What follows belongs to an exercise in optimizing a design on an open flow for a short achievable clock period and few clock cycles; a production flow would make more cautious choices. Only simulation tests tie the RTL to the original design; equivalence was not proved. Power is estimated from default activity; no workload was simulated.

===== design/flow/design.v =====
`default_nettype none
package s64_isa_pkg;
    localparam int XLEN     = 64;
    localparam int NIBBLE   = 4;
    localparam int MAX_SLOT = 7;
    localparam logic [NIBBLE-1:0] OPC_NOP    = 4'h0;
    localparam logic [NIBBLE-1:0] OPC_LIT8   = 4'h1;
    localparam logic [NIBBLE-1:0] OPC_LIT16  = 4'h2;
    localparam logic [NIBBLE-1:0] OPC_LIT32  = 4'h3;
    localparam logic [NIBBLE-1:0] OPC_STORES = 4'h4;
    localparam logic [NIBBLE-1:0] OPC_INTOPS = 4'h5;
    localparam logic [NIBBLE-1:0] OPC_STKOPS = 4'h6;
    localparam logic [NIBBLE-1:0] N_SBM = 4'h0;
    localparam logic [NIBBLE-1:0] N_SHM = 4'h1;
    localparam logic [NIBBLE-1:0] N_SWM = 4'h2;
    localparam logic [NIBBLE-1:0] N_SDM = 4'h3;
    localparam logic [NIBBLE-1:0] N_ADD  = 4'h0;
    localparam logic [NIBBLE-1:0] N_SUB  = 4'h1;
    localparam logic [NIBBLE-1:0] N_SLL  = 4'h2;
    localparam logic [NIBBLE-1:0] N_SLT  = 4'h3;
    localparam logic [NIBBLE-1:0] N_SLTU = 4'h4;
    localparam logic [NIBBLE-1:0] N_SGE  = 4'h5;
    localparam logic [NIBBLE-1:0] N_SGEU = 4'h6;
    localparam logic [NIBBLE-1:0] N_SEQ  = 4'h7;
    localparam logic [NIBBLE-1:0] N_SNE  = 4'h8;
    localparam logic [NIBBLE-1:0] N_XOR  = 4'h9;
    localparam logic [NIBBLE-1:0] N_SRL  = 4'hA;
    localparam logic [NIBBLE-1:0] N_SRA  = 4'hB;
    localparam logic [NIBBLE-1:0] N_OR   = 4'hC;
    localparam logic [NIBBLE-1:0] N_AND  = 4'hD;
    localparam logic [NIBBLE-1:0] N_BIC  = 4'hE;
    localparam logic [NIBBLE-1:0] N_DROP = 4'h0;
    localparam logic [NIBBLE-1:0] N_DUP  = 4'h1;
    localparam logic [NIBBLE-1:0] N_OVER = 4'h2;
    localparam logic [NIBBLE-1:0] N_SWAP = 4'h3;
    localparam logic [NIBBLE-1:0] N_ROT  = 4'h4;
    localparam logic [3:0] SA_HOLD  = 4'h0;
    localparam logic [3:0] SA_LIT   = 4'h1;
    localparam logic [3:0] SA_BINOP = 4'h2;
    localparam logic [3:0] SA_POP2  = 4'h3;
    localparam logic [3:0] SA_DROP  = 4'h4;
    localparam logic [3:0] SA_DUP   = 4'h5;
    localparam logic [3:0] SA_OVER  = 4'h6;
    localparam logic [3:0] SA_SWAP  = 4'h7;
    localparam logic [3:0] SA_ROT   = 4'h8;
    localparam logic [1:0] SZ_BYTE   = 2'd0;
    localparam logic [1:0] SZ_HALF   = 2'd1;
    localparam logic [1:0] SZ_WORD   = 2'd2;
    localparam logic [1:0] SZ_DOUBLE = 2'd3;
    typedef struct packed {
        logic [NIBBLE-1:0]       count;
        logic [1:15][NIBBLE-1:0] slot;
    } slot_view_t;
    typedef union packed {
        slot_view_t      slots;
        logic [XLEN-1:0] raw;
    } packet_u;
endpackage
`default_nettype wire
`default_nettype none
package s64_bus_pkg;
    localparam int ADR_W = 61;
    localparam int LANES = 8;
    localparam logic [ADR_W-1:0] RESET_VECTOR = 61'h1C00_0000_0000_0000;
endpackage
`default_nettype wire
`default_nettype none
import s64_isa_pkg::*;
import s64_bus_pkg::*;
module s64_sequencer #(
    parameter int DEPTH = 10
) (
    input  logic                            clk_i,
    input  logic                            rst_i,
    input  logic [63:0]                     dat_i,
    input  logic                            fetching_i,    
    input  logic                            store_busy_i,  
    input  logic                            pop_i,
    output logic                            fetch_next_o,
    output logic [s64_bus_pkg::ADR_W-1:0]   ptr_o,         
    output logic                            head_valid_o,
    output logic [63:0]                     head_o
);
    logic [DEPTH-1:0][63:0] q;
    logic [DEPTH-1:0]       v;     
    logic [DEPTH-1:0]       vs;    
    logic [DEPTH-1:0]       vp;    
    logic [DEPTH-1:0]       vn;    
    logic                   do_pop;
    logic                   push;
    logic [DEPTH-1:0][63:0] q_up;
    logic [DEPTH-1:0]       vs_up;
    assign q_up  = {q[DEPTH-1], q[DEPTH-1:1]};
    assign vs_up = {1'b0, v[DEPTH-1:1]};
    assign head_valid_o = v[0];
    assign head_o       = q[0];
    assign do_pop       = pop_i && v[0];
    assign push         = fetching_i;
    always_comb begin
        vp[0] = 1'b1;
        for (int i = 0; i < DEPTH; i++) begin
            vs[i] = do_pop ? vs_up[i] : v[i];
        end
        for (int i = 1; i < DEPTH; i++) vp[i] = vs[i-1];
        for (int i = 0; i < DEPTH; i++) vn[i] = vs[i] || (push && vp[i]);
    end
    assign fetch_next_o = !store_busy_i && !vn[DEPTH-1];
    always_ff @(posedge clk_i) begin
        if (rst_i) begin
            v     <= '0;
            ptr_o <= RESET_VECTOR + 1'b1;   
        end else begin
            v <= vn;
            if (fetch_next_o) ptr_o <= ptr_o + 1'b1;
        end
    end
    always_ff @(posedge clk_i) begin
        for (int i = 0; i < DEPTH; i++) begin
            if (push && !vs[i] && vp[i]) begin
                q[i] <= dat_i;
            end else if (do_pop) begin
                q[i] <= q_up[i];
            end
        end
    end
endmodule
`default_nettype wire
`default_nettype none
import s64_isa_pkg::*;
module s64_slot_pos #(
    parameter int LO = 1,
    parameter int HI = 4
) (
    input  logic [63:0]        pkt_i,
    input  logic [16:0]        pos_lo_i,
    output logic [HI:LO][16:0] pos_o
);
    logic [HI:LO][4:0] w;    
    always_comb begin
        for (int n = LO; n <= HI; n++) begin
            case (pkt_i[63-4*n -: 4])
                4'd1:                w[n] = 5'b00100;
                4'd2:                w[n] = 5'b01000;
                4'd3:                w[n] = 5'b10000;
                4'd4, 4'd5, 4'd6:    w[n] = 5'b00010;
                default:             w[n] = 5'b00001;
            endcase
        end
        pos_o[LO] = pos_lo_i;
        for (int n = LO + 1; n <= HI; n++) begin
            pos_o[n] = ({17{w[n-1][0]}} & pos_o[n-1])
                     | ({17{w[n-1][1]}} & {pos_o[n-1][16] | pos_o[n-1][15], pos_o[n-1][14:0], 1'b0})
                     | ({17{w[n-1][2]}} & {|pos_o[n-1][16:14], pos_o[n-1][13:0], 2'b0})
                     | ({17{w[n-1][3]}} & {|pos_o[n-1][16:12], pos_o[n-1][11:0], 4'b0})
                     | ({17{w[n-1][4]}} & {|pos_o[n-1][16:8],  pos_o[n-1][7:0],  8'b0});
        end
    end
endmodule
module s64_decoder (
    input  logic [63:0]       pkt_i,
    input  logic [7:1][16:0]  pos_i,
    output logic [7:1][3:0]   cls_o,
    output logic [7:1][3:0]   sub_o,
    output logic [7:1][63:0]  lit_o,
    output logic [7:1]        live_o
);
    logic [3:0]       cnt;
    logic [7:1][3:0]  code;
    logic [7:1][31:0] strm;
    assign cnt = pkt_i[63:60];
    always_comb begin
        for (int n = 1; n <= 7; n++) begin
            code[n] = pkt_i[63-4*n -: 4];
            strm[n] = '0;
            for (int k = 0; k < 16; k++) begin
                strm[n] = strm[n] | ({32{pos_i[n][k]}} & 32'(pkt_i >> (4*k)));
            end
            sub_o[n] = strm[n][3:0];
            case (code[n])
                4'd1:    lit_o[n] = {{56{strm[n][7]}},  strm[n][7:0]};
                4'd2:    lit_o[n] = {{48{strm[n][15]}}, strm[n][15:0]};
                default: lit_o[n] = {{32{strm[n][31]}}, strm[n][31:0]};
            endcase
            cls_o[n] = 4'd0;
            if (4'(n) < cnt) begin
                case (code[n])
                    4'd1, 4'd2, 4'd3: cls_o[n] = 4'd1;
                    4'd4: if (sub_o[n] <= 4'd3)  cls_o[n] = 4'd3;
                    4'd5: if (sub_o[n] != 4'd15) cls_o[n] = 4'd2;
                    4'd6: begin
                        case (sub_o[n])
                            4'd0: cls_o[n] = 4'd4;
                            4'd1: cls_o[n] = 4'd5;
                            4'd2: cls_o[n] = 4'd6;
                            4'd3: cls_o[n] = 4'd7;
                            4'd4: cls_o[n] = 4'd8;
                            default: cls_o[n] = 4'd0;
                        endcase
                    end
                    default: cls_o[n] = 4'd0;
                endcase
            end
            live_o[n] = (cls_o[n] != 4'd0);
        end
    end
endmodule
module s64_bundle_split (
    input  logic [7:1][3:0]   cls_i,
    input  logic [7:1]        live_i,
    output logic [6:0][7:1]   bmask_o,
    output logic [6:0]        blast_o
);
    logic [7:0][6:0] bk;
    logic [7:0]      sa, ss;
    logic [7:1]      brk;
    always_comb begin
        bk[0] = 7'd1;
        sa[0] = 1'b0;
        ss[0] = 1'b0;
        for (int n = 1; n <= 7; n++) begin
            brk[n] = (cls_i[n] == 4'd2 && sa[n-1]) || (cls_i[n] == 4'd3 && ss[n-1]);
            bk[n]  = brk[n] ? {bk[n-1][5:0], 1'b0} : bk[n-1];
            sa[n]  = (sa[n-1] && !brk[n]) || (cls_i[n] == 4'd2);
            ss[n]  = (ss[n-1] && !brk[n]) || (cls_i[n] == 4'd3);
        end
        for (int k = 0; k < 7; k++) begin
            for (int n = 1; n <= 7; n++) bmask_o[k][n] = live_i[n] && bk[n][k];
        end
        blast_o = bk[7];
    end
endmodule
`default_nettype wire
`default_nettype none
import s64_isa_pkg::*;
module s64_operand_stack (
    input  logic                clk_i,
    input  logic                rst_i,
    input  logic [6:0][14:0]    sel_i,
    input  logic [13:0]         opa_i,
    input  logic [13:0]         opb_i,
    input  logic [7:1][63:0]    nlit_i,
    input  logic [14:0]         aluop_i,
    input  logic [14:0]         naluop_i,
    input  logic                st_i,
    input  logic [14:0]         sa_i,
    input  logic [14:0]         sd_i,
    input  logic [1:0]          size_i,
    input  logic [7:1][63:0]    lit_i,
    output logic                st_valid_o,
    output logic [63:0]         st_addr_o,
    output logic [63:0]         st_data_o,
    output logic [1:0]          st_size_o
);
    logic [6:0][63:0]  e;
    logic [13:0][63:0] src;
    logic [63:0]       a, b, r;
    logic [6:0][63:0]  ne;
    logic [63:0]       na, nd;
    always_comb begin
        for (int k = 0; k < 7; k++) begin
            src[k]   = e[k];
            src[7+k] = lit_i[k+1];
        end
    end
    function automatic logic [63:0] pick14(input logic [13:0] s, input logic [13:0][63:0] v);
        logic [63:0] o;
        o = '0;
        for (int k = 0; k < 14; k++) o = o | ({64{s[k]}} & v[k]);
        pick14 = o;
    endfunction
    logic [14:0]       ca, cb;
    logic [63:0]       na_op, nb_op;
    logic [13:0][63:0] nsrc;
    always_comb begin
        ca = '0;
        cb = '0;
        for (int k = 0; k < 7; k++) begin
            ca = ca | ({15{opa_i[k]}} & sel_i[k]);
            cb = cb | ({15{opb_i[k]}} & sel_i[k]);
        end
        for (int k = 0; k < 7; k++) nsrc[k] = nlit_i[k+1];
        for (int k = 7; k < 14; k++) nsrc[k] = 64'd0;
    end
    assign na_op = pick14({ca[14:8], ca[6:0]}, src) | pick14({7'd0, opa_i[13:7]}, nsrc)
                 | ({64{ca[7]}} & r);
    assign nb_op = pick14({cb[14:8], cb[6:0]}, src) | pick14({7'd0, opb_i[13:7]}, nsrc)
                 | ({64{cb[7]}} & r);
    logic [63:0] sa;
    logic [5:0]  sb;
    logic        nshift;
    assign nshift = naluop_i[2] | naluop_i[10] | naluop_i[11];
    always_ff @(posedge clk_i) begin
        a  <= na_op;
        b  <= nb_op;
        sa <= nshift ? na_op : 64'd0;
        sb <= nshift ? nb_op[5:0] : 6'd0;
    end
    s64_alu u_alu (
        .op_i     (aluop_i),
        .a_i      (a),
        .b_i      (b),
        .sa_i     (sa),
        .sb_i     (sb),
        .result_o (r)
    );
    always_comb begin
        for (int j = 0; j < 7; j++) begin
            ne[j] = pick14({sel_i[j][14:8], sel_i[j][6:0]}, src) | ({64{sel_i[j][7]}} & r);
        end
        na = pick14({sa_i[14:8], sa_i[6:0]}, src) | ({64{sa_i[7]}} & r);
        nd = pick14({sd_i[14:8], sd_i[6:0]}, src) | ({64{sd_i[7]}} & r);
    end
    always_ff @(posedge clk_i) begin
        e         <= ne;
        st_addr_o <= na;
        st_data_o <= nd;
        st_size_o <= size_i;
        st_valid_o <= st_i && !rst_i;
    end
endmodule
`default_nettype wire
`default_nettype none
import s64_isa_pkg::*;
module s64_alu (
    input  logic [14:0]  op_i,
    input  logic [63:0]  a_i,
    input  logic [63:0]  b_i,
    input  logic [63:0]  sa_i,     
    input  logic [5:0]   sb_i,
    output logic [63:0]  result_o
);
    logic [63:0] sum, dif, sll, srl, sra;
    logic        lts, ltu, eq;
    logic [5:0]  sh;
    assign sh    = sb_i;
    logic        cd;
    assign sum = a_i + b_i;
    assign {cd, dif} = {1'b0, a_i} + {1'b0, ~b_i} + 65'd1;
    logic [6:0][63:0] clt, ceq;
    always_comb begin
        for (int i = 0; i < 64; i++) begin
            clt[0][i] = (i < 63) ? (~a_i[i] & b_i[i]) : 1'b0;
            ceq[0][i] = (i < 63) ? ~(a_i[i] ^ b_i[i]) : 1'b1;
        end
        for (int l = 1; l <= 6; l++) begin
            for (int i = 0; i < (64 >> l); i++) begin
                clt[l][i] = clt[l-1][2*i+1] | (ceq[l-1][2*i+1] & clt[l-1][2*i]);
                ceq[l][i] = ceq[l-1][2*i+1] & ceq[l-1][2*i];
            end
            for (int i = (64 >> l); i < 64; i++) begin
                clt[l][i] = 1'b0;
                ceq[l][i] = 1'b0;
            end
        end
    end
    logic lt_lo, eq_lo, eq_hi;
    assign lt_lo = clt[6][0];
    assign eq_lo = ceq[6][0];
    assign eq_hi = ~(a_i[63] ^ b_i[63]);
    assign ltu   = (~a_i[63] & b_i[63]) | (eq_hi & lt_lo);
    assign lts   = (a_i[63] & ~b_i[63]) | (eq_hi & lt_lo);
    assign eq    = eq_hi & eq_lo;
    assign sll   = sa_i << sh;
    assign srl   = sa_i >> sh;
    assign sra   = $signed(sa_i) >>> sh;
    always_comb begin
        result_o = ({64{op_i[0]}}  & sum)
                 | ({64{op_i[1]}}  & dif)
                 | ({64{op_i[2]}}  & sll)
                 | ({64{op_i[9]}}  & (a_i ^ b_i))
                 | ({64{op_i[10]}} & srl)
                 | ({64{op_i[11]}} & sra)
                 | ({64{op_i[12]}} & (a_i | b_i))
                 | ({64{op_i[13]}} & (a_i & b_i))
                 | ({64{op_i[14]}} & (a_i & ~b_i));
        result_o[0] = result_o[0]
                 | (op_i[3] & lts) | (op_i[4] & ltu)
                 | (op_i[5] & ~lts) | (op_i[6] & ~ltu)
                 | (op_i[7] & eq) | (op_i[8] & ~eq);
    end
endmodule
`default_nettype wire
`default_nettype none
import s64_isa_pkg::*;
import s64_bus_pkg::*;
module s64_bus_master (
    input  logic                            clk_i,
    input  logic                            rst_i,
    input  logic                            fetch_i,
    input  logic [s64_bus_pkg::ADR_W-1:0]   ptr_i,
    input  logic                            store_i,
    input  logic [1:0]                      size_i,
    input  logic [63:0]                     addr_i,
    input  logic [63:0]                     data_i,
    output logic                            fetching_o,
    output logic [s64_bus_pkg::ADR_W-1:0]   adr_o,
    output logic                            cyc_o,
    output logic                            stb_o,
    output logic                            we_o,
    output logic                            vpa_o,
    output logic [s64_bus_pkg::LANES-1:0]   sel_o,
    output logic [63:0]                     dat_o
);
    logic cyc_q;
    assign cyc_o      = cyc_q && !rst_i;
    assign stb_o      = cyc_o;
    assign fetching_o = cyc_q && vpa_o && !rst_i;
    always_ff @(posedge clk_i) begin
        if (rst_i) begin
            cyc_q <= 1'b1;
            we_o  <= 1'b0;
            vpa_o <= 1'b1;
            adr_o <= RESET_VECTOR;
            sel_o <= '1;
        end else if (store_i) begin
            cyc_q <= 1'b1;
            we_o  <= 1'b1;
            vpa_o <= 1'b0;
            adr_o <= addr_i[63:3];
            case (size_i)
                SZ_BYTE: sel_o <= LANES'(1) << addr_i[2:0];
                SZ_HALF: sel_o <= LANES'(3) << {addr_i[2:1], 1'b0};
                SZ_WORD: sel_o <= LANES'(15) << {addr_i[2], 2'b00};
                default: sel_o <= '1;
            endcase
        end else begin
            cyc_q <= fetch_i;
            we_o  <= 1'b0;
            vpa_o <= 1'b1;
            adr_o <= ptr_i;
            sel_o <= '1;
        end
    end
    always_ff @(posedge clk_i) begin
        case (size_i)
            SZ_BYTE: dat_o <= {LANES{data_i[7:0]}};
            SZ_HALF: dat_o <= {(LANES/2){data_i[15:0]}};
            SZ_WORD: dat_o <= {(LANES/4){data_i[31:0]}};
            default: dat_o <= data_i;
        endcase
    end
endmodule
`default_nettype wire
`default_nettype none
import s64_isa_pkg::*;
import s64_bus_pkg::*;
module s64_core (
    input  logic                            clk_i,
    input  logic                            rst_i,
    input  logic [s64_isa_pkg::XLEN-1:0]    dat_i,
    output logic [s64_bus_pkg::ADR_W-1:0]   adr_o,
    output logic                            cyc_o,
    output logic                            stb_o,
    output logic                            we_o,
    output logic                            vpa_o,
    output logic [s64_bus_pkg::LANES-1:0]   sel_o,
    output logic [s64_isa_pkg::XLEN-1:0]    dat_o
);
    logic             fetch_next;
    logic             fetching;
    logic [ADR_W-1:0] ptr;
    logic             head_valid;
    logic [63:0]      head;
    logic             pop;
    logic             st_valid;
    logic [63:0]      st_addr, st_data;
    logic [1:0]       st_size;
    s64_sequencer u_seq (
        .clk_i        (clk_i),
        .rst_i        (rst_i),
        .dat_i        (dat_i),
        .fetching_i   (fetching),
        .store_busy_i (st_valid),
        .pop_i        (pop),
        .fetch_next_o (fetch_next),
        .ptr_o        (ptr),
        .head_valid_o (head_valid),
        .head_o       (head)
    );
    logic [4:1][16:0] h_pos_lo;
    logic [7:4][16:0] h_pos_hi;
    logic             o_valid, p_valid;
    logic [63:0]      o_pkt, p_pkt;
    logic [4:1][16:0] o_pos;
    logic [7:1][16:0] p_pos;
    logic             o_move, p_move;
    s64_slot_pos #(.LO(1), .HI(4)) u_pos_lo (
        .pkt_i    (head),
        .pos_lo_i (17'd1),
        .pos_o    (h_pos_lo)
    );
    always_ff @(posedge clk_i) begin
        if (rst_i) begin
            o_valid <= 1'b0;
        end else if (pop) begin
            o_valid <= 1'b1;
        end else if (o_move) begin
            o_valid <= 1'b0;
        end
    end
    always_ff @(posedge clk_i) begin
        if (pop) begin
            o_pkt <= head;
            o_pos <= h_pos_lo;
        end
    end
    s64_slot_pos #(.LO(4), .HI(7)) u_pos_hi (
        .pkt_i    (o_pkt),
        .pos_lo_i (o_pos[4]),
        .pos_o    (h_pos_hi)
    );
    always_ff @(posedge clk_i) begin
        if (rst_i) begin
            p_valid <= 1'b0;
        end else if (o_move) begin
            p_valid <= 1'b1;
        end else if (p_move) begin
            p_valid <= 1'b0;
        end
    end
    always_ff @(posedge clk_i) begin
        if (o_move) begin
            p_pkt <= o_pkt;
            p_pos <= {h_pos_hi[7:5], o_pos};
        end
    end
    logic [7:1][3:0]  h_cls, h_sub;
    logic [7:1][63:0] h_lit;
    logic [7:1]       h_live;
    logic [6:0][7:1]  h_bmask;
    logic [6:0]       h_blast;
    s64_decoder u_dec (
        .pkt_i  (p_pkt),
        .pos_i  (p_pos),
        .cls_o  (h_cls),
        .sub_o  (h_sub),
        .lit_o  (h_lit),
        .live_o (h_live)
    );
    logic             q_valid;
    logic             q_move;
    logic [7:1][3:0]  q_cls, q_sub;
    logic [7:1][63:0] q_lit;
    logic [7:1]       q_live;
    always_ff @(posedge clk_i) begin
        if (rst_i) begin
            q_valid <= 1'b0;
        end else if (p_move) begin
            q_valid <= 1'b1;
        end else if (q_move) begin
            q_valid <= 1'b0;
        end
    end
    always_ff @(posedge clk_i) begin
        if (p_move) begin
            q_cls  <= h_cls;
            q_sub  <= h_sub;
            q_lit  <= h_lit;
            q_live <= h_live;
        end
    end
    s64_bundle_split u_split (
        .cls_i   (q_cls),
        .live_i  (q_live),
        .bmask_o (h_bmask),
        .blast_o (h_blast)
    );
    logic             dp_valid;
    logic [7:1][3:0]  dp_cls, dp_sub;
    logic [7:1][63:0] dp_lit;
    logic [7:1]       take;
    logic             dp_done;
    logic [6:0][3:0]  tg;
    logic [3:0]       ta, tb, tsa, tsd;
    logic [3:0]       aop;
    logic             has_st;
    logic [1:0]       ssz;
    logic [6:0][7:1]  dp_bmask;
    logic [6:0]       dp_blast;
    assign take    = dp_valid ? dp_bmask[0] : 7'd0;
    assign dp_done = dp_valid && dp_blast[0];
    logic             x_valid;
    logic [7:1]       x_take;
    logic [7:1][3:0]  x_cls, x_sub;
    logic [7:1][63:0] x_lit;
    always_ff @(posedge clk_i) begin
        x_valid <= dp_valid && !rst_i;
        x_take  <= take;
        x_cls   <= dp_cls;
        x_sub   <= dp_sub;
        x_lit   <= dp_lit;
    end
    logic [6:0][3:0] t;
    always_comb begin
        for (int j = 0; j < 7; j++) t[j] = 4'(j);
        ta = 4'd0; tb = 4'd0; tsa = 4'd0; tsd = 4'd0;
        aop = 4'd15; has_st = 1'b0; ssz = 2'd3;
        for (int n = 1; n <= 4; n++) begin
            if (x_take[n]) begin
                case (x_cls[n])
                    4'd1: begin  
                        for (int j = 6; j >= 1; j--) t[j] = t[j-1];
                        t[0] = 4'(7 + n);
                    end
                    4'd2: begin  
                        ta = t[1]; tb = t[0]; aop = x_sub[n];
                        for (int j = 1; j <= 5; j++) t[j] = t[j+1];
                        t[0] = 4'd7;
                    end
                    4'd3: begin  
                        tsa = t[0]; tsd = t[1]; has_st = 1'b1; ssz = x_sub[n][1:0];
                        for (int j = 0; j <= 4; j++) t[j] = t[j+2];
                    end
                    4'd4: begin  
                        for (int j = 0; j <= 5; j++) t[j] = t[j+1];
                    end
                    4'd5: begin  
                        for (int j = 6; j >= 1; j--) t[j] = t[j-1];
                    end
                    4'd6: begin  
                        for (int j = 6; j >= 1; j--) t[j] = t[j-1];
                        t[0] = t[2];
                    end
                    4'd7: begin  
                        {t[0], t[1]} = {t[1], t[0]};
                    end
                    4'd8: begin  
                        {t[0], t[1], t[2]} = {t[2], t[0], t[1]};
                    end
                    default: ;
                endcase
            end
        end
    end
    logic             y_valid;
    logic [6:0][3:0]  y_t;
    logic [3:0]       y_ta, y_tb, y_tsa, y_tsd, y_aop;
    logic             y_has_st;
    logic [1:0]       y_ssz;
    logic [7:5]       y_take;
    logic [7:5][3:0]  y_cls, y_sub;
    logic [7:1][63:0] y_lit;
    always_ff @(posedge clk_i) begin
        y_valid  <= x_valid && !rst_i;
        y_t      <= t;
        y_ta     <= ta;
        y_tb     <= tb;
        y_tsa    <= tsa;
        y_tsd    <= tsd;
        y_aop    <= aop;
        y_has_st <= has_st;
        y_ssz    <= ssz;
        y_take   <= x_take[7:5];
        y_cls    <= x_cls[7:5];
        y_sub    <= x_sub[7:5];
        y_lit    <= x_lit;
    end
    logic [6:0][3:0] u;
    logic [3:0]      ua, ub, usa, usd, uop;
    logic            u_st;
    logic [1:0]      usz;
    always_comb begin
        u = y_t;
        ua = y_ta; ub = y_tb; usa = y_tsa; usd = y_tsd;
        uop = y_aop; u_st = y_has_st; usz = y_ssz;
        for (int n = 5; n <= 7; n++) begin
            if (y_take[n]) begin
                case (y_cls[n])
                    4'd1: begin  
                        for (int j = 6; j >= 1; j--) u[j] = u[j-1];
                        u[0] = 4'(7 + n);
                    end
                    4'd2: begin  
                        ua = u[1]; ub = u[0]; uop = y_sub[n];
                        for (int j = 1; j <= 5; j++) u[j] = u[j+1];
                        u[0] = 4'd7;
                    end
                    4'd3: begin  
                        usa = u[0]; usd = u[1]; u_st = 1'b1; usz = y_sub[n][1:0];
                        for (int j = 0; j <= 4; j++) u[j] = u[j+2];
                    end
                    4'd4: begin  
                        for (int j = 0; j <= 5; j++) u[j] = u[j+1];
                    end
                    4'd5: begin  
                        for (int j = 6; j >= 1; j--) u[j] = u[j-1];
                    end
                    4'd6: begin  
                        for (int j = 6; j >= 1; j--) u[j] = u[j-1];
                        u[0] = u[2];
                    end
                    4'd7: begin  
                        {u[0], u[1]} = {u[1], u[0]};
                    end
                    4'd8: begin  
                        {u[0], u[1], u[2]} = {u[2], u[0], u[1]};
                    end
                    default: ;
                endcase
            end
        end
        tg = u;
    end
    logic [6:0][14:0] n_sel, b_sel;
    logic [13:0]      n_opa, n_opb;
    logic [14:0]      n_aop, b_aop;
    logic             n_st, b_st;
    logic [14:0]      n_sa, n_sd, b_sa, b_sd;
    logic [1:0]       n_size, b_size;
    logic [7:1][63:0] n_lit, b_lit;
    function automatic logic [14:0] oh15(input logic [3:0] t);
        oh15 = 15'd1 << t;
    endfunction
    function automatic logic [13:0] oh14(input logic [3:0] t);
        logic [14:0] o;
        o = 15'd1 << t;
        oh14 = {o[14:8], o[6:0]};
    endfunction
    always_ff @(posedge clk_i) begin
        if (rst_i || !y_valid) begin
            for (int j = 0; j < 7; j++) n_sel[j] <= oh15(4'(j));
            n_aop <= '0;
            n_st  <= 1'b0;
        end else begin
            for (int j = 0; j < 7; j++) n_sel[j] <= oh15(tg[j]);
            n_aop <= (uop == 4'd15) ? 15'd0 : oh15(uop);
            n_st  <= u_st;
        end
        n_opa  <= oh14(ua);
        n_opb  <= oh14(ub);
        n_sa   <= oh15(usa);
        n_sd   <= oh15(usd);
        n_size <= usz;
        n_lit  <= y_lit;
    end
    always_ff @(posedge clk_i) begin
        if (rst_i) begin
            for (int j = 0; j < 7; j++) b_sel[j] <= oh15(4'(j));
            b_aop <= '0;
            b_st  <= 1'b0;
        end else begin
            b_sel <= n_sel;
            b_aop <= n_aop;
            b_st  <= n_st;
        end
        b_sa   <= n_sa;
        b_sd   <= n_sd;
        b_size <= n_size;
        b_lit  <= n_lit;
    end
    logic load;
    assign load   = q_valid && (!dp_valid || dp_done);
    assign q_move = load;
    assign p_move = p_valid && (!q_valid || q_move);
    assign o_move = o_valid && (!p_valid || p_move);
    assign pop    = head_valid && (!o_valid || o_move);
    always_ff @(posedge clk_i) begin
        if (rst_i) begin
            dp_valid <= 1'b0;
        end else if (load) begin
            dp_valid <= 1'b1;
        end else if (dp_done) begin
            dp_valid <= 1'b0;
        end
    end
    always_ff @(posedge clk_i) begin
        if (load) begin
            dp_cls   <= q_cls;
            dp_sub   <= q_sub;
            dp_lit   <= q_lit;
            dp_bmask <= h_bmask;
            dp_blast <= h_blast;
        end else begin
            dp_bmask <= {7'd0, dp_bmask[6:1]};
            dp_blast <= {1'b0, dp_blast[6:1]};
        end
    end
    s64_operand_stack u_stack (
        .clk_i      (clk_i),
        .rst_i      (rst_i),
        .sel_i      (b_sel),
        .opa_i      (n_opa),
        .opb_i      (n_opb),
        .nlit_i     (n_lit),
        .aluop_i    (b_aop),
        .naluop_i   (n_aop),
        .st_i       (b_st),
        .sa_i       (b_sa),
        .sd_i       (b_sd),
        .size_i     (b_size),
        .lit_i      (b_lit),
        .st_valid_o (st_valid),
        .st_addr_o  (st_addr),
        .st_data_o  (st_data),
        .st_size_o  (st_size)
    );
    s64_bus_master u_bus (
        .clk_i   (clk_i),
        .rst_i   (rst_i),
        .fetching_o (fetching),
        .fetch_i (fetch_next),
        .ptr_i   (ptr),
        .store_i (st_valid),
        .size_i  (st_size),
        .addr_i  (st_addr),
        .data_i  (st_data),
        .adr_o   (adr_o),
        .cyc_o   (cyc_o),
        .stb_o   (stb_o),
        .we_o    (we_o),
        .vpa_o   (vpa_o),
        .sel_o   (sel_o),
        .dat_o   (dat_o)
    );
endmodule
`default_nettype wire

===== design/flow/run.sh =====
#!/bin/bash
# synth_recipe.tcl (not shown) runs the flow's synth.tcl, then flattens the netlist and writes it again
# the make line also repeats each setting of config.mk as NAME=value (left out here)
make -C /OpenROAD-flow-scripts/flow DESIGN_CONFIG=/design/flow/config.mk WORK_HOME=/design/flow/orfs CLKGATE_MAP_FILE= SYNTH_SCRIPT=/design/flow/synth_recipe.tcl finish

===== design/flow/config.mk =====
export PLATFORM = sky130hd
export DESIGN_NAME = s64_core
export DESIGN_NICKNAME = s64_core
export VERILOG_FILES = /design/flow/design.v
export SDC_FILE = /design/flow/constraint.sdc
export NUM_CORES = 4
export LEC_CHECK = 0
export CAP_MARGIN = 20
export CORE_MARGIN = 2
export CORE_UTILIZATION = 50
export SETUP_SLACK_MARGIN = 3.2
export SLEW_MARGIN = 20
export TNS_END_PERCENT = 20

===== design/flow/constraint.sdc =====
create_clock -name core_clock -period 7.0 [get_ports {clk_i}]
set_input_delay 1.4000 -clock core_clock [delete_from_list [all_inputs] [get_ports {clk_i}]]
set_output_delay 1.4000 -clock core_clock [all_outputs]
set_load 0.01 [all_outputs]

==> reports/qor.txt, run 1 <==
STATUS
--------------------------------------------------------------------------------
Status                                                              stopped before the end
Last step reached                                                   global routing
First Err                                                           [ERROR GRT-0232] Routing congestion too high. Check the congestion heatmap in the GUI.

SYNTH
--------------------------------------------------------------------------------
Cells taking the most area after synthesis                          sky130_fd_sc_hd__dfxtp_1 24%, sky130_fd_sc_hd__edfxtp_1 21%, sky130_fd_sc_hd__a22oi_1 8.8%
Flip-flop and latch count after synthesis                                   3742
Synth async-reset ratio                                                       0%
Leading area contributor after synthesis                            sky130_fd_sc_hd__dfxtp_1
Post-Synthesis Net Count                                                   20424
Fraction of post-synthesis cell area in the top cell type by area          23.8%
Sequential fraction of the synthesis area                                  44.9%
Cell Area, Synth                                                      198000 um2
Most instantiated flip-flop cell in the synthesis netlist           sky130_fd_sc_hd__dfxtp_1
Number of synthesized flops with an enable pin                              1389
Synthesized instance count                                                 20096
Post-Synthesis Mean Instance Area                                       9.85 um2
Number of distinct library cells after synthesis                             119
Syn. warnings                                                                  9

CTS
--------------------------------------------------------------------------------
CTS sink cnt                                                                3742
Max Root-Sink Buffers                                                          4
Inserted Clock Buffers                                                       387
Maximum level of the CTS H-tree                                                5
Hold bufs inserted after CTS                                                   0
Clock root buffer                                                   sky130_fd_sc_hd__clkbuf_16

GLOBAL ROUTE
--------------------------------------------------------------------------------
Pin count of the biggest net entering global routing                         157
Global route overflow                                                          1
Total routing usage reported by global routing                             63.0%

FLOORPLANNING
--------------------------------------------------------------------------------
Die X                                                                     633 um
Std cell rows                                                                231
Chip height                                                               633 um
Total I/O pin count                                                          203
Initial standard-cell utilization of the core                              50.1%

PLACED DESIGN
--------------------------------------------------------------------------------
Post-placement worst setup slack                                         1390 ps
Count of input and output buffers                                            202
Placed cell areas                                                     203000 um2
Post-placement cell count                                                  23598
Final weighted congestion in routability-driven placement                   1.17
Detailed-placement wirelength estimate                                 751000 um

==> synthesized netlist by cell type (all sizes together) (484+ instances only) <==
cell and n:
a21oi 563, edfxtp 1389, a22oi 2312, nand4 526, nand3 654, buf 484, o21ai 523, mux2 688
nor2 919, dfxtp 2353, a222oi 677, nand2 1308, a221oi 1173, a22o 803, clkbuf 2207
==> logic make-up after synthesis <==
logic type                 count (synthesis)  synth area share, %
DFF                                     3742                 44.9
muxes                                   1099                 6.89
and+or+nand+nor                         4415                 10.8
buffers and inverters                   3060                 5.97
adders and majority gates                263                 1.67
xor gates and xnor gates                  70                0.310
AOI/OAI and AO/OA                       7447                 29.5
==> power by group through the flow <==
| stage | clock [mW] | combinational (mW) | sequential (mW) |
|---|---|---|---|
| after global placement | 0 | 2.16 | 23.9 |
| after detailed placement | 0 | 2.18 | 24.0 |
| after CTS | 21.8 | 2.22 | 23.5 |
| after floorplan | 0 | 1.46 | 23.7 |
==> worst min-delay path by stage <==
stage                              startpoint  slack (ps)  cells past startpoint            endpoint
after global placement    n_sa[14]$_SDFF_PN0_         310                      0    b_sa[14]$_DFF_P_
after floorplan            n_sa[0]$_SDFF_PP0_         310                      0     b_sa[0]$_DFF_P_
after detailed placement   n_sd[5]$_SDFF_PP0_         310                      0     b_sd[5]$_DFF_P_
after CTS                  x_lit[340]$_DFF_P_         300                      0  y_lit[340]$_DFF_P_
==> metal layers <==
metal	track usage, %	overflow
met1	66.3	1
met5	28.6	0
met4	58.5	0
met2	77.9	0
met3	45.9	0
==> repair_timing <==
action	CTS
resized for setup	519
pin swaps	106
setup buffers	137
endpoints found under the setup margin	1006
cloned	13
Testbench counts, summed over its fixed seeds: cycles 10,541.
==> inputs of run 2 (changes only) <==
--- a/design/flow/design.v
+++ b/design/flow/design.v
@@ -161,7 +161,7 @@
     input  logic [7:1][16:0]  pos_i,
     output logic [7:1][3:0]   cls_o,
     output logic [7:1][3:0]   sub_o,
-    output logic [7:1][63:0]  lit_o,
+    output logic [7:1][31:0]  lit_o,      
     output logic [7:1]        live_o
 );
     logic [3:0]       cnt;
@@ -177,9 +177,9 @@
             end
             sub_o[n] = strm[n][3:0];
             case (code[n])
-                4'd1:    lit_o[n] = {{56{strm[n][7]}},  strm[n][7:0]};
-                4'd2:    lit_o[n] = {{48{strm[n][15]}}, strm[n][15:0]};
-                default: lit_o[n] = {{32{strm[n][31]}}, strm[n][31:0]};
+                4'd1:    lit_o[n] = {{24{strm[n][7]}},  strm[n][7:0]};
+                4'd2:    lit_o[n] = {{16{strm[n][15]}}, strm[n][15:0]};
+                default: lit_o[n] = strm[n];
             endcase
             cls_o[n] = 4'd0;
             if (4'(n) < cnt) begin
@@ -238,28 +238,32 @@
     input  logic [6:0][14:0]    sel_i,
     input  logic [13:0]         opa_i,
     input  logic [13:0]         opb_i,
-    input  logic [7:1][63:0]    nlit_i,
+    input  logic [7:1][31:0]    nlit_i,
     input  logic [14:0]         aluop_i,
     input  logic [14:0]         naluop_i,
     input  logic                st_i,
     input  logic [14:0]         sa_i,
     input  logic [14:0]         sd_i,
     input  logic [1:0]          size_i,
-    input  logic [7:1][63:0]    lit_i,
+    input  logic [7:1][31:0]    lit_i,
     output logic                st_valid_o,
     output logic [63:0]         st_addr_o,
     output logic [63:0]         st_data_o,
     output logic [1:0]          st_size_o
 );
     logic [6:0][63:0]  e;
+    logic [6:0]        ef;       
+    logic [63:0]       r_q;
+    logic [63:0]       st_a_q, st_d_q;
+    logic              st_af, st_df;
     logic [13:0][63:0] src;
     logic [63:0]       a, b, r;
     logic [6:0][63:0]  ne;
     logic [63:0]       na, nd;
     always_comb begin
         for (int k = 0; k < 7; k++) begin
-            src[k]   = e[k];
-            src[7+k] = lit_i[k+1];
+            src[k]   = ef[k] ? r_q : e[k];
+            src[7+k] = {{32{lit_i[k+1][31]}}, lit_i[k+1]};
         end
     end
     function automatic logic [63:0] pick14(input logic [13:0] s, input logic [13:0][63:0] v);
@@ -278,7 +282,7 @@
             ca = ca | ({15{opa_i[k]}} & sel_i[k]);
             cb = cb | ({15{opb_i[k]}} & sel_i[k]);
         end
-        for (int k = 0; k < 7; k++) nsrc[k] = nlit_i[k+1];
+        for (int k = 0; k < 7; k++) nsrc[k] = {{32{nlit_i[k+1][31]}}, nlit_i[k+1]};
         for (int k = 7; k < 14; k++) nsrc[k] = 64'd0;
     end
     assign na_op = pick14({ca[14:8], ca[6:0]}, src) | pick14({7'd0, opa_i[13:7]}, nsrc)
@@ -305,18 +309,24 @@
     );
     always_comb begin
         for (int j = 0; j < 7; j++) begin
-            ne[j] = pick14({sel_i[j][14:8], sel_i[j][6:0]}, src) | ({64{sel_i[j][7]}} & r);
+            ne[j] = pick14({sel_i[j][14:8], sel_i[j][6:0]}, src);
         end
-        na = pick14({sa_i[14:8], sa_i[6:0]}, src) | ({64{sa_i[7]}} & r);
-        nd = pick14({sd_i[14:8], sd_i[6:0]}, src) | ({64{sd_i[7]}} & r);
+        na = pick14({sa_i[14:8], sa_i[6:0]}, src);
+        nd = pick14({sd_i[14:8], sd_i[6:0]}, src);
     end
     always_ff @(posedge clk_i) begin
-        e         <= ne;
-        st_addr_o <= na;
-        st_data_o <= nd;
-        st_size_o <= size_i;
+        r_q <= r;
+        e   <= ne;
+        for (int j = 0; j < 7; j++) ef[j] <= sel_i[j][7];
+        st_a_q     <= na;
+        st_d_q     <= nd;
+        st_af      <= sa_i[7];
+        st_df      <= sd_i[7];
+        st_size_o  <= size_i;
         st_valid_o <= st_i && !rst_i;
     end
+    assign st_addr_o = st_af ? r_q : st_a_q;
+    assign st_data_o = st_df ? r_q : st_d_q;
 endmodule
 `default_nettype wire
 `default_nettype none
@@ -525,7 +535,7 @@
         end
     end
     logic [7:1][3:0]  h_cls, h_sub;
-    logic [7:1][63:0] h_lit;
+    logic [7:1][31:0] h_lit;
     logic [7:1]       h_live;
     logic [6:0][7:1]  h_bmask;
     logic [6:0]       h_blast;
@@ -540,7 +550,7 @@
     logic             q_valid;
     logic             q_move;
     logic [7:1][3:0]  q_cls, q_sub;
-    logic [7:1][63:0] q_lit;
+    logic [7:1][31:0] q_lit;
     logic [7:1]       q_live;
     always_ff @(posedge clk_i) begin
         if (rst_i) begin
@@ -567,7 +577,7 @@
     );
     logic             dp_valid;
     logic [7:1][3:0]  dp_cls, dp_sub;
-    logic [7:1][63:0] dp_lit;
+    logic [7:1][31:0] dp_lit;
     logic [7:1]       take;
     logic             dp_done;
     logic [6:0][3:0]  tg;
@@ -582,7 +592,7 @@
     logic             x_valid;
     logic [7:1]       x_take;
     logic [7:1][3:0]  x_cls, x_sub;
-    logic [7:1][63:0] x_lit;
+    logic [7:1][31:0] x_lit;
     always_ff @(posedge clk_i) begin
         x_valid <= dp_valid && !rst_i;
         x_take  <= take;
@@ -639,7 +649,7 @@
     logic [1:0]       y_ssz;
     logic [7:5]       y_take;
     logic [7:5][3:0]  y_cls, y_sub;
-    logic [7:1][63:0] y_lit;
+    logic [7:1][31:0] y_lit;
     always_ff @(posedge clk_i) begin
         y_valid  <= x_valid && !rst_i;
         y_t      <= t;
@@ -707,7 +717,7 @@
     logic             n_st, b_st;
     logic [14:0]      n_sa, n_sd, b_sa, b_sd;
     logic [1:0]       n_size, b_size;
-    logic [7:1][63:0] n_lit, b_lit;
+    logic [7:1][31:0] n_lit, b_lit;
     function automatic logic [14:0] oh15(input logic [3:0] t);
         oh15 = 15'd1 << t;
     endfunction
--- a/design/flow/config.mk
+++ b/design/flow/config.mk
@@ -6,8 +6,12 @@
 export NUM_CORES = 4
 export LEC_CHECK = 0
 export CAP_MARGIN = 20
+export CELL_PAD_IN_SITES_DETAIL_PLACEMENT = 1
+export CELL_PAD_IN_SITES_GLOBAL_PLACEMENT = 2
 export CORE_MARGIN = 2
-export CORE_UTILIZATION = 50
-export SETUP_SLACK_MARGIN = 3.2
+export CORE_UTILIZATION = 30
+export MIN_ROUTING_LAYER = met2
+export PLACE_DENSITY = 0.5
+export SETUP_SLACK_MARGIN = 3.3
 export SLEW_MARGIN = 20
 export TNS_END_PERCENT = 20
==> run 2 against run 1 <==
- area after synthesis increased by 0.19%
- the run again fails in global routing
- synthesized cell count down 1.7%
==> reports/qor.txt, run 2 <==
STATUS
--------------------------------------------------------------------------------
Status                                                              stopped before the end
Last step reached                                                   global routing
First Err                                                           [ERROR GRT-0116] Global routing finished with congestion. Check the congestion regions in the DRC Viewer.

SYNTH
--------------------------------------------------------------------------------
Cells taking the most area after synthesis                          sky130_fd_sc_hd__dfxtp_1 24%, sky130_fd_sc_hd__edfxtp_1 21%, sky130_fd_sc_hd__a22oi_1 9.6%
Syn. warnings                                                                  9   unchanged
Fraction of post-synthesis cell area in the top cell type by area          24.5%   +0.69 points
Leading area contributor after synthesis                            sky130_fd_sc_hd__dfxtp_1
Post-Synthesis Net Count                                                   20084   -1.7%
Post-Synthesis Mean Instance Area                                       10.0 um2   +1.9%
Synthesized instance count                                                 19756   -1.7%
Cell Area, Synth                                                      198000 um2   +0.19%
Sequential fraction of the synthesis area                                  45.5%   +0.65 points
Number of synthesized flops with an enable pin                              1389   unchanged
Synth async-reset ratio                                                       0%   unchanged
Most numerous cell in the Yosys netlist                             sky130_fd_sc_hd__a22oi_1
Most instantiated flip-flop cell in the synthesis netlist           sky130_fd_sc_hd__dfxtp_1
Most instantiated cells after synthesis                             2529 x sky130_fd_sc_hd__a22oi_1, 2426 x sky130_fd_sc_hd__dfxtp_1, 2323 x sky130_fd_sc_hd__clkbuf_1, 1389 x sky130_fd_sc_hd__edfxtp_1, 1226 x sky130_fd_sc_hd__a222oi_1
Flip-flop and latch count after synthesis                                   3815   +2.0%
Number of distinct library cells after synthesis                             117   -1.7%

CTS
--------------------------------------------------------------------------------
Inserted Clock Buffers                                                       442   +14%
Maximum level of the CTS H-tree                                                5   unchanged
Clock root buffer                                                   sky130_fd_sc_hd__clkbuf_16
CTS sink cnt                                                                3815   +2.0%
Max Root-Sink Buffers                                                          4   unchanged

PLACED DESIGN
--------------------------------------------------------------------------------
Count of input and output buffers                                            202   unchanged
Final weighted congestion in routability-driven placement                   1.34   +14%
Post-placement worst setup slack                                         1620 ps   +226 ps
Detailed-placement wirelength estimate                                1030000 um   +37%

GLOBAL ROUTE
--------------------------------------------------------------------------------
Number of global-route vias before repair                                 327182
Global-route wire length before repair                                2450000 um
Global route overflow                                                       2634
Total routing usage reported by global routing                             78.3%
Pin count of the biggest net entering global routing                         121

FLOORPLANNING
--------------------------------------------------------------------------------
Total I/O pin count                                                          203   unchanged
Die X                                                                     817 um   +29%
Std cell rows                                                                298   +29%
Initial standard-cell utilization of the core                              30.1%   -20 points
Chip height                                                               817 um   +29%

-- run 2: per-layer routing --
metal	GRT usage, %	overflow
met5	61.7	304
met4	60.8	373
met3	86.4	1377
met2	82.1	580
met1	-	-
-- run 2: logic make-up after synthesis --
| logic type | Yosys count | share of synthesized area, % |
|---|---|---|
| fa+ha+maj | 262 | 1.66 |
| buf+inv | 3011 | 5.80 |
| xor+xnor | 107 | 0.473 |
| flops | 3815 | 45.5 |
| mux | 1538 | 9.10 |
| compound gates | 6908 | 27.2 |
| simple gates | 4115 | 10.2 |
-- run 2: worst max path at each step --
stage / endpoint / cells after the start / slack, ps
global placement: u_stack.sa[5]$_SDFF_PN0_ / 9 / 990
CTS: vpa_o / 1 / 3120
floorplan: q_cls[0]$_DFFE_PP_ / 1 / 1750
detailed placement: u_seq.ptr_o[60]$_SDFFE_PP1P_ / 12 / 1620
-- run 2: power by group through the flow --
| stage | logic (mW) | registers (mW) | clock network [mW] |
|---|---|---|---|
| 4_1_cts | 2.75 | 24.0 | 25.4 |
| 3_5_place_dp | 2.64 | 24.4 | 0 |
| 3_3_place_gp | 2.63 | 24.4 | 0 |
| 2_1_floorplan | 1.49 | 24.2 | 0 |
-- run 2: metrics by stage --
step / power (mW) / cell area (um2) / instances / utilization [%]
2_1_floorplan: 25.7 / 198000 / 19756 / -
3_3_place_gp: 27.1 / 210000 / 26976 / 31.9
3_5_place_dp: 27.1 / 211000 / 27007 / 32.0
4_1_cts: 52.1 / 234000 / 28193 / 35.5
-- run 2: timing repair --
action	4_1_cts
hold buffers	0
pin swaps	249
buffers inserted	340
endpoints found under the setup margin	1251
resized for setup	988
gates cloned	14
Testbench counts of run 2, summed over its fixed seeds: cycles 10,541.
==> inputs of run 3 (changes only) <==
--- a/design/flow/design.v
+++ b/design/flow/design.v
@@ -256,25 +256,32 @@
     logic [63:0]       r_q;
     logic [63:0]       st_a_q, st_d_q;
     logic              st_af, st_df;
-    logic [13:0][63:0] src;
+    logic [6:0][63:0]  src;      
     logic [63:0]       a, b, r;
     logic [6:0][63:0]  ne;
     logic [63:0]       na, nd;
     always_comb begin
         for (int k = 0; k < 7; k++) begin
             src[k]   = ef[k] ? r_q : e[k];
-            src[7+k] = {{32{lit_i[k+1][31]}}, lit_i[k+1]};
         end
     end
-    function automatic logic [63:0] pick14(input logic [13:0] s, input logic [13:0][63:0] v);
+    function automatic logic [63:0] pick14(input logic [13:0] s, input logic [6:0][63:0] v,
+                                           input logic [7:1][31:0] l);
         logic [63:0] o;
-        o = '0;
-        for (int k = 0; k < 14; k++) o = o | ({64{s[k]}} & v[k]);
-        pick14 = o;
+        logic        sg;
+        o  = '0;
+        sg = 1'b0;
+        for (int k = 0; k < 7; k++) begin
+            o  = o | ({64{s[k]}} & v[k]);
+            o  = o | {32'd0, {32{s[7+k]}} & l[k+1]};
+            sg = sg | (s[7+k] & l[k+1][31]);
+        end
+        pick14 = o | {{32{sg}}, 32'd0};
     endfunction
     logic [14:0]       ca, cb;
     logic [63:0]       na_op, nb_op;
-    logic [13:0][63:0] nsrc;
+    logic [6:0][63:0]  nosrc;
+    assign nosrc = '0;
     always_comb begin
         ca = '0;
         cb = '0;
@@ -282,13 +289,12 @@
             ca = ca | ({15{opa_i[k]}} & sel_i[k]);
             cb = cb | ({15{opb_i[k]}} & sel_i[k]);
         end
-        for (int k = 0; k < 7; k++) nsrc[k] = {{32{nlit_i[k+1][31]}}, nlit_i[k+1]};
-        for (int k = 7; k < 14; k++) nsrc[k] = 64'd0;
     end
-    assign na_op = pick14({ca[14:8], ca[6:0]}, src) | pick14({7'd0, opa_i[13:7]}, nsrc)
-                 | ({64{ca[7]}} & r);
-    assign nb_op = pick14({cb[14:8], cb[6:0]}, src) | pick14({7'd0, opb_i[13:7]}, nsrc)
-                 | ({64{cb[7]}} & r);
+    logic [63:0] na_src, nb_src;
+    assign na_src = pick14({ca[14:8], ca[6:0]}, src, lit_i) | pick14({opa_i[13:7], 7'd0}, nosrc, nlit_i);
+    assign nb_src = pick14({cb[14:8], cb[6:0]}, src, lit_i) | pick14({opb_i[13:7], 7'd0}, nosrc, nlit_i);
+    assign na_op  = na_src | ({64{ca[7]}} & r);
+    assign nb_op  = nb_src | ({64{cb[7]}} & r);
     logic [63:0] sa;
     logic [5:0]  sb;
     logic        nshift;
@@ -296,8 +302,8 @@
     always_ff @(posedge clk_i) begin
         a  <= na_op;
         b  <= nb_op;
-        sa <= nshift ? na_op : 64'd0;
-        sb <= nshift ? nb_op[5:0] : 6'd0;
+        sa <= ({64{nshift}} & na_src) | ({64{nshift & ca[7]}} & r);
+        sb <= ({6{nshift}} & nb_src[5:0]) | ({6{nshift & cb[7]}} & r[5:0]);
     end
     s64_alu u_alu (
         .op_i     (aluop_i),
@@ -309,10 +315,10 @@
     );
     always_comb begin
         for (int j = 0; j < 7; j++) begin
-            ne[j] = pick14({sel_i[j][14:8], sel_i[j][6:0]}, src);
+            ne[j] = pick14({sel_i[j][14:8], sel_i[j][6:0]}, src, lit_i);
         end
-        na = pick14({sa_i[14:8], sa_i[6:0]}, src);
-        nd = pick14({sd_i[14:8], sd_i[6:0]}, src);
+        na = pick14({sa_i[14:8], sa_i[6:0]}, src, lit_i);
+        nd = pick14({sd_i[14:8], sd_i[6:0]}, src, lit_i);
     end
     always_ff @(posedge clk_i) begin
         r_q <= r;
@@ -370,16 +376,28 @@
     assign ltu   = (~a_i[63] & b_i[63]) | (eq_hi & lt_lo);
     assign lts   = (a_i[63] & ~b_i[63]) | (eq_hi & lt_lo);
     assign eq    = eq_hi & eq_lo;
-    assign sll   = sa_i << sh;
-    assign srl   = sa_i >> sh;
-    assign sra   = $signed(sa_i) >>> sh;
+    logic [63:0] rin, rev_in, rsh, rev_out;
+    logic [64:0] rsh65;
+    logic        fill;
+    always_comb begin
+        for (int i = 0; i < 64; i++) rev_in[i] = sa_i[63-i];
+    end
+    assign rin   = op_i[2] ? rev_in : sa_i;
+    assign fill  = op_i[11] & sa_i[63];
+    assign rsh65 = $signed({fill, rin}) >>> sh;
+    assign rsh   = rsh65[63:0];
+    always_comb begin
+        for (int i = 0; i < 64; i++) rev_out[i] = rsh[63-i];
+    end
+    assign sll   = rev_out;
+    assign srl   = rsh;
+    assign sra   = rsh;
     always_comb begin
         result_o = ({64{op_i[0]}}  & sum)
                  | ({64{op_i[1]}}  & dif)
                  | ({64{op_i[2]}}  & sll)
                  | ({64{op_i[9]}}  & (a_i ^ b_i))
-                 | ({64{op_i[10]}} & srl)
-                 | ({64{op_i[11]}} & sra)
+                 | ({64{op_i[10] | op_i[11]}} & rsh)
                  | ({64{op_i[12]}} & (a_i | b_i))
                  | ({64{op_i[13]}} & (a_i & b_i))
                  | ({64{op_i[14]}} & (a_i & ~b_i));
--- a/design/flow/config.mk
+++ b/design/flow/config.mk
@@ -9,9 +9,8 @@
 export CELL_PAD_IN_SITES_DETAIL_PLACEMENT = 1
 export CELL_PAD_IN_SITES_GLOBAL_PLACEMENT = 2
 export CORE_MARGIN = 2
-export CORE_UTILIZATION = 30
-export MIN_ROUTING_LAYER = met2
-export PLACE_DENSITY = 0.5
-export SETUP_SLACK_MARGIN = 3.3
+export CORE_UTILIZATION = 16
+export PLACE_DENSITY = 0.3
+export SETUP_SLACK_MARGIN = 3.0
 export SLEW_MARGIN = 20
 export TNS_END_PERCENT = 20
==> run 3 against run 2 <==
- now clean on timing, DRC and antenna
- area after synthesis fell by 0.62%
- synthesized cell count is 1.4% lower
==> reports/qor.txt, run 3 <==
FLOORPLANNING
--------------------------------------------------------------------------------
Initial standard-cell utilization of the core                              16.0%   -14 points
Die X                                                                    1110 um   +36%
Core area                                                            1230000 um2
Std cell rows                                                                407   +37%
Total I/O pin count                                                          203   unchanged
Die Area                                                             1240000 um2
Chip height                                                              1110 um   +36%

SYNTH
--------------------------------------------------------------------------------
Number of distinct library cells after synthesis                             100   -15%
Most instantiated flip-flop cell in the synthesis netlist           sky130_fd_sc_hd__dfxtp_1
Most numerous cell in the Yosys netlist                             sky130_fd_sc_hd__a22oi_1
Leading area contributor after synthesis                            sky130_fd_sc_hd__dfxtp_1
Fraction of post-synthesis cell area in the top cell type by area          24.6%   +0.15 points
Synth async-reset ratio                                                       0%   unchanged
Cell Area, Synth                                                      197000 um2   -0.62%
Number of synthesized flops with an enable pin                              1389   unchanged
Post-Synthesis Mean Instance Area                                       10.1 um2   +0.82%
Flip-flop and latch count after synthesis                                   3815   unchanged
Synthesized instance count                                                 19473   -1.4%
Cells taking the most area after synthesis                          sky130_fd_sc_hd__dfxtp_1 25%, sky130_fd_sc_hd__edfxtp_1 21%, sky130_fd_sc_hd__a22oi_1 9.5%
Most instantiated cells after synthesis                             2491 x sky130_fd_sc_hd__a22oi_1, 2426 x sky130_fd_sc_hd__dfxtp_1, 2362 x sky130_fd_sc_hd__clkbuf_1, 1389 x sky130_fd_sc_hd__edfxtp_1, 1239 x sky130_fd_sc_hd__a222oi_1
Syn. warnings                                                                  9   unchanged
Post-Synthesis Net Count                                                   19801   -1.4%
Sequential fraction of the synthesis area                                  45.8%   +0.28 points

TIMING
--------------------------------------------------------------------------------
Max transition margin                                                      18.5%
Sum of negative setup slack                                                 0 ps
Max-slew violation count                                                       0
Final setup skew                                                          109 ps
Setup-failing EPs final                                                        0
Unrepaired setup endpoints after global routing                             true
Post-route minimum period                                                4370 ps
Worst-Margin Slew                                                        1220 ps
Final Cycle Share                                                          62.4%
Max Clock Freq                                                           229 MHz
Number of failing hold endpoints at the final stage                            0

GLOBAL ROUTE
--------------------------------------------------------------------------------
Number of global-route vias before repair                                 196508
Global-route wire length before repair                                2210000 um
Total routing usage reported by global routing                             26.6%
Initial antenna violation count                                              208
Global route overflow                                                          0
Pin count of the biggest net entering global routing                         118

LAYOUT
--------------------------------------------------------------------------------
Most common library cell in the layout ignoring fill and taps       sky130_fd_sc_hd__a22oi_1
Most used cells in the layout excluding fill and tap cells          2484 x sky130_fd_sc_hd__a22oi_1, 2210 x sky130_fd_sc_hd__dfxtp_1, 1389 x sky130_fd_sc_hd__edfxtp_1
Number of flip-flops in the largest register                                 640
Reg with most FFs                                                        u_seq.q
Largest regs                                                        u_seq.q: 640 flops, u_stack.e: 448 flops
Finished Cell Area                                                    244000 um2
Synthesis-to-finish area growth                                            24.0%
Total number of nets in the final design                                   19231
Ratio of cells with drive above 1 in the final layout                      22.2%

DETAILED ROUTING
--------------------------------------------------------------------------------
Count of vias placed by the detailed router                               197250
DRT Wirelength                                                        1730000 um
DRC errors left                                                                0
Routed vias/inst                                                            5.49
Detailed Route Iter0 Violations                                            29969
Number of iterations in the first detailed-routing pass                       13
Detail-routed net length per standard cell                               48.0 um
ANT nets after route                                                           0

PWR
--------------------------------------------------------------------------------
Pwr/cell area                                                         227 nW/um2
Static Leakage                                                           82.3 nW
Maximum vdd ir drop                                                   0.000175 V
Total power                                                              55.5 mW

CTS
--------------------------------------------------------------------------------
Max Root-Sink Buffers                                                          5   +1
Reg clk slew, reported paths                                               60 ps
Hold bufs inserted after CTS                                                   0   unchanged
Maximum level of the CTS H-tree                                                6   +1
Clk Latency, worst-skew pair                                             1140 ps
Clock tree from TritonCTS                                                    yes
CTS sink cnt                                                                3815   unchanged
Clock root buffer                                                   sky130_fd_sc_hd__clkbuf_16
Inserted Clock Buffers                                                       546   +24%

CRITICAL PATH
--------------------------------------------------------------------------------
Critical path launch point type                                         register
Endpoint arrival time on the critical path                               5340 ps
Setup crit end kind                                                     register
Chain of cells forming the critical path                            buf_4 > a222oi_1 > nand3_4 > buf_12 > a22oi_1 > nand4_1 > a211o_1
Slowest library cell on the worst path                              sky130_fd_sc_hd__nand4_1
Endpoint required time on the critical path                              7970 ps
CP Class                                                              reg -> reg
Largest fanout of any net on the critical path                                26
Biggest cell delay along the critical path                                760 ps

PLACED DESIGN
--------------------------------------------------------------------------------
Count of input and output buffers                                            202   unchanged
Detailed-placement wirelength estimate                                1170000 um   +14%
Placed cell areas                                                     220000 um2   +4.7%
Final weighted congestion in routability-driven placement                  0.870   -35%

STATUS
--------------------------------------------------------------------------------
Status                                                              complete, no violations

WORST HOLD PATH
--------------------------------------------------------------------------------
Worst min-delay path category                                         reg -> reg

RUN
--------------------------------------------------------------------------------
Maxcap violations                                                              0

run 3: cell count changes after synthesis, moves of 32 or more:
| cell | before | now |
|---|---|---|
| sky130_fd_sc_hd__nor3_1 | 157 | 123 |
| sky130_fd_sc_hd__a22oi_1 | 2529 | 2491 |
| sky130_fd_sc_hd__nor2_1 | 939 | 862 |
| sky130_fd_sc_hd__a21oi_1 | 549 | 516 |
| sky130_fd_sc_hd__a221o_1 | 37 | 69 |
| sky130_fd_sc_hd__clkbuf_1 | 2323 | 2362 |
| sky130_fd_sc_hd__buf_1 | 204 | 169 |
run 3: timing repair:
| item | 4_1_cts | 5_1_grt |
|---|---|---|
| buffers inserted | 177 | 11 |
| gates cloned | 6 | 3 |
| setup endpoints to repair | 793 | 846 |
| pin swaps | 103 | 9 |
| resized for setup | 625 | 96 |
run 3: critical path: cells and delay by family, from the launching register on:
family          cells  cell delay [ps]
simple gates        2             1470
compound gates      3             1260
buf+inv             2              800
flops               1              450
run 3: power breakdown:
| group | switching, mW | internal (mW) |
|---|---|---|
| Clock | 12.1 | 16.7 |
| Combinational | 1.94 | 0.790 |
| Sequential | 0.489 | 23.5 |
run 3: area by class of cell:
| class | count | area (um2) |
|---|---|---|
| fill | 138180 | 984000 |
| multi-input combinational | 12683 | 99600 |
| sequential | 3815 | 90800 |
| tap | 16360 | 20500 |
| clock buffer | 751 | 15600 |
| timing repair buffer | 1479 | 13400 |
| clock inverter | 234 | 2470 |
| inverter | 378 | 1470 |
| antenna | 235 | 588 |
run 3: per-layer routing:
| layer | up-vias | GRT usage, % | share of wire, % |
|---|---|---|---|
| met5 | - | 0 | 0.022 |
| met4 | 58 | 16.0 | 7.1 |
| met3 | 3462 | 5.29 | 6.7 |
| met2 | 11072 | 42.2 | 45 |
| met1 | 105646 | 33.2 | 41 |
| li1 | 77012 | - | - |
run 3: metrics by stage:
stage	hold slack (ps)	util, %	worst slack, ps	instances
finish	282	19.9	2630	35935
global route	291	19.9	2750	35847
CTS	273	19.8	2530	35685
detailed placement	313	17.9	670	34517
global placement	310	17.9	138	34471
floorplan	310	-	1750	19473
run 3: cell families (layout without fill, tap and decap cells):
family          Yosys count  after routing  share of synthesized area [%]
compound gates         6787           6787                           27.0
xor+xnor                 83             83                          0.369
fa+ha+maj               263            263                           1.68
buf+inv                2978           2842                           5.77
flops                  3815           3815                           45.8
mux                    1548           1548                           9.38
other cells               0            235                              0
simple gates           3999           4002                           10.0
run 3: worst paths after layout:
path	from	endpoint	slack, ps	cells past startpoint
setup / recovery	b_sel[96]$_SDFF_PP1_	u_stack.b[24]$_DFF_P_	2630	7
hold / removal	x_lit[55]$_DFF_P_	y_lit[55]$_DFF_P_	280	0
setup reg to reg	b_sel[96]$_SDFF_PP1_	u_stack.b[24]$_DFF_P_	2630	7
hold reg to reg	x_lit[55]$_DFF_P_	y_lit[55]$_DFF_P_	280	0
Testbench counts of run 3, summed over its fixed seeds: cycles 10,541.

## what the ideal ports hide
In the flow no input, the clock included, has a driving cell. The finished layout below was timed again as built, in two steps.
Step 1 assumes that a clkbuf_16 drives the clock port and a buf_2 every other input.
Step 2 adds t to the input delays and takes it off the output delays; t is the mean of the earliest and latest rising clock arrival at the registers after step 1. Input paths then give back, and output paths get back, about the clock's delay inside the block.
Slacks: ideal / step 1 / step 2; pairs: ideal / step 1.
run: run 3
t, ns: 1.278
setup WS [ns]: 2.629 / 2.629 / 2.195
slew at the worst register clock pin (ns): 0.08 / 0.08
worst data-port slew with drivers (ns): 0.14
After both steps run 3 still meets setup and hold. The setup slack of run 3 moves by 0.000 ns with the drivers and by -0.434 ns with both steps.
